Background: an optimization exercise with open tools, aiming at small area and a short achievable clock period. Do not read the settings as production practice.

== before ==
Design ex_top, start of the top module:
module ex_top (
    input  logic               clk,
    input  logic               reset,
    input  logic               in_valid,
    input  logic [4:0]         operator,
    input  logic [31:0]        operand1,
    input  logic [31:0]        operand2,
    input  logic [4:0]         dest_addr,
    input  logic               dest_write,
    output logic               out_valid,
    output logic [4:0]         write_addr,
    output logic               write_enable,
    output logic [31:0]        write_data
);
    localparam bit SHIFT_MULT = 0;
    logic [4:0] op;
    assign op = operator;
    logic op_or, op_and, op_nor, op_xor, op_sll, op_srl, op_sra;
    logic op_add, op_addu, op_sub, op_subu, op_slt, op_sltu, op_clz, op_clo;
    logic op_mul, op_mult, op_multu, op_mfhi, op_mflo, op_mthi, op_mtlo;
    assign op_or    = op == 5'd1;
    assign op_and   = op == 5'd2;
    assign op_nor   = op == 5'd3;
    assign op_xor   = op == 5'd4;
    assign op_sll   = op == 5'd5;
    assign op_srl   = op == 5'd6;
    assign op_sra   = op == 5'd7;
    assign op_add   = op == 5'd8;
    assign op_addu  = op == 5'd9;
    assign op_sub   = op == 5'd10;
    assign op_subu  = op == 5'd11;
    assign op_slt   = op == 5'd12;
    assign op_sltu  = op == 5'd13;
    assign op_clz   = op == 5'd14;
    assign op_clo   = op == 5'd15;
    assign op_mul   = op == 5'd16;
    assign op_mult  = op == 5'd17;
    assign op_multu = op == 5'd18;
    assign op_mfhi  = op == 5'd19;
    assign op_mflo  = op == 5'd20;
    assign op_mthi  = op == 5'd21;
    assign op_mtlo  = op == 5'd22;
    logic [4:0] shamt;
    assign shamt = operand1[4:0];
    logic        msigned;
    logic [32:0] m;
    logic [33:0] r;
    logic        d16;
    logic [63:0] prod;
    generate
        if (SHIFT_MULT) begin : g_rsel
            logic [31:0] eq;
  ...
Size: roughly 120 I/O pins, roughly 32000 µm² of cells after synthesis.
Settings: LEC_CHECK=0, ABC_AREA=1, CAP_MARGIN=20, CORE_MARGIN=2, CORE_UTILIZATION=40, SETUP_SLACK_MARGIN=4.5, SLEW_MARGIN=20, SYNTH_HIERARCHICAL=1; clock period 14.0 ns.
standard.sh (not shown) runs the stock make flow with config.mk's settings and CLKGATE_MAP_FILE= SYNTH_SCRIPT=/design/flow/synth_recipe.tcl, a recipe that flattens the netlist after the stock synthesis.
==> flow/flow/run.sh <==
#!/bin/bash
# Layout flow: the standard flow (standard.sh), with the port buffers
# inserted as sky130_fd_sc_hd__buf_2 cells instead of the default delay-buffer
# cells. Every tool's output goes to flow_run.log; ORFS keeps its per-step logs
# under orfs/logs.
set -euo pipefail
export BUFFER_PORTS_ARGS="-buffer_cell sky130_fd_sc_hd__buf_2"
bash standard.sh finish > flow_run.log 2>&1
[inputs] after vs before
diff --git a/flow/design.v b/flow/design.v
--- a/flow/design.v
+++ b/flow/design.v
@@ -9,13 +9,13 @@
     input  logic               dest_write,
     output logic               out_valid,
     output logic [4:0]         write_addr,
     output logic               write_enable,
     output logic [31:0]        write_data
 );
-    localparam bit SHIFT_MULT = 0;
+    localparam bit SHIFT_MULT = 1;
     logic [4:0] op;
     assign op = operator;
     logic op_or, op_and, op_nor, op_xor, op_sll, op_srl, op_sra;
     logic op_add, op_addu, op_sub, op_subu, op_slt, op_sltu, op_clz, op_clo;
     logic op_mul, op_mult, op_multu, op_mfhi, op_mflo, op_mthi, op_mtlo;
     assign op_or    = op == 5'd1;
@@ -2563,21 +2563,24 @@
             for (genvar j = 0; j < 32; j++) begin : g_rev2
                 assign sout_rev[j] = sout[31-j];
             end
             assign sres = ({32{op_sll}} & sout_rev) | ({32{op_srl | op_sra}} & sout);
         end
     endgenerate
-    logic [31:0] hi, lo, hi_d, lo_d;
-    logic        hilo_mul, hi_ld, lo_ld, hi_hold, lo_hold;
-    assign hilo_mul = ~reset & in_valid & (op_mult | op_multu);
-    assign hi_ld    = ~reset & in_valid & op_mthi;
-    assign lo_ld    = ~reset & in_valid & op_mtlo;
-    assign hi_hold  = ~reset & ~hilo_mul & ~hi_ld;
-    assign lo_hold  = ~reset & ~hilo_mul & ~lo_ld;
-    assign hi_d = ({32{hilo_mul}} & prod[63:32]) | ({32{hi_ld}} & operand1) | ({32{hi_hold}} & hi);
-    assign lo_d = ({32{hilo_mul}} & prod[31:0])  | ({32{lo_ld}} & operand1) | ({32{lo_hold}} & lo);
+    logic [31:0] hi, lo, hi_d, lo_d, hi_keep, lo_keep;
+    logic        hilo_mul, hilo_mul_n;
+    assign hilo_mul   = ~reset & in_valid & (op_mult | op_multu);
+    assign hilo_mul_n = ~reset & ~(in_valid & (op_mult | op_multu));
+    assign hi_keep = {32{hilo_mul_n}} & ((in_valid & op_mthi) ? operand1 : hi);
+    assign lo_keep = {32{hilo_mul_n}} & ((in_valid & op_mtlo) ? operand1 : lo);
+    generate
+        for (genvar j = 0; j < 32; j++) begin : g_hilo
+            ex_ao21 u_hi (.a(hi_keep[j]), .b(hilo_mul), .c(prod[32+j]), .y(hi_d[j]));
+            ex_ao21 u_lo (.a(lo_keep[j]), .b(hilo_mul), .c(prod[j]),    .y(lo_d[j]));
+        end
+    endgenerate
     always_ff @(posedge clk) begin
         hi <= hi_d;
         lo <= lo_d;
     end
     logic [31:0] data_other, data_next;
     logic        sel_mul;
@@ -2592,13 +2595,15 @@
         if (SHIFT_MULT) begin : g_wd
             logic sel_lo, sel_hi;
             assign sel_lo = sel_mul | op_sll;
             assign sel_hi = op_srl | op_sra;
             assign data_next = data_other | ({32{sel_lo}} & prod[31:0]) | ({32{sel_hi}} & prod[63:32]);
         end else begin : g_wd
-            assign data_next = data_other | ({32{sel_mul}} & prod[31:0]);
+            for (genvar j = 0; j < 32; j++) begin : g_b
+                ex_ao21 u_wd (.a(data_other[j]), .b(sel_mul), .c(prod[j]), .y(data_next[j]));
+            end
         end
     endgenerate
     always_ff @(posedge clk) begin
         if (reset) begin
             out_valid    <= 1'b0;
             write_enable <= 1'b0;
@@ -2609,12 +2614,15 @@
     end
     always_ff @(posedge clk) begin
         write_addr <= dest_addr;
         write_data <= data_next;
     end
 endmodule
+module ex_ao21 (input logic a, input logic b, input logic c, output logic y);
+    assign y = a | (b & c);
+endmodule
 module ex_fa (input logic a, input logic b, input logic c, output logic s, output logic co);
     assign s  = a ^ b ^ c;
     assign co = (a & b) | (a & c) | (b & c);
 endmodule
 module ex_ha (input logic a, input logic b, output logic s, output logic co);
     assign s  = a ^ b;
For after and before, there was not a single run that failed to finish clean.
Sort after and before by multi-input logic portion of the cell area desc -> top: before
Compared with before, after shows antenna cell count lower by 3.
Relative to before, after degrades final area.
after ends up with a fmax that is about 7% lower than in before.
Of after and before, the run reporting the higher utilization was after.
Relative to before, cell total after placement decreased by 78 in after.
before has lower number of stages on the worst setup path than after.
after vs before — number of non-filler instances in the completed layout rose 93.
Min clock skew across after and before: after
When after is set beside before, its wire length of the first global-routing pass turns out to be 4.7% smaller.
after: multi-input combinational gate total is 140 lower than what before reported.
Measured against each other, after and before differ in synthesis-to-layout area growth, the lower figure coming from before.
No functional check of the RTL was part of any run of this note.

==> port drivers added, routing unchanged <==
The results above use ideal ports. As a check the final layouts listed here were re-extracted and re-timed, cells and wires unchanged. Step 1 assumes that a clkbuf_16 drives the clock port and a buf_2 every other input. Step 2 adds t to the input delays and takes it off the output delays; t is the mean of the earliest and latest rising clock arrival at the registers after step 1. Input paths then give back, and output paths get back, about the clock's delay inside the block. a / b / c = ideal ports / drivers / drivers and shift; a / b = the first two.
| run | t, ns | setup WS [ns] | worst hold slack (ns) | latest minus earliest clock arrival (ns) | pins driven straight from the clock port |
|---|---|---|---|---|---|
| before | 0.430 | 4.600 / 4.540 / 4.109 | 0.478 / 0.478 / 0.478 | 0.017 / 0.017 | 1 |
| after | 0.416 | 3.845 / 3.840 / 3.423 | 0.500 / 0.500 / 0.500 | 0.010 / 0.009 | 1 |
After both steps setup and hold are still met in every run listed. For before, which loses most, drivers alone change the setup slack by -0.060 ns; drivers and shift together by -0.491 ns.
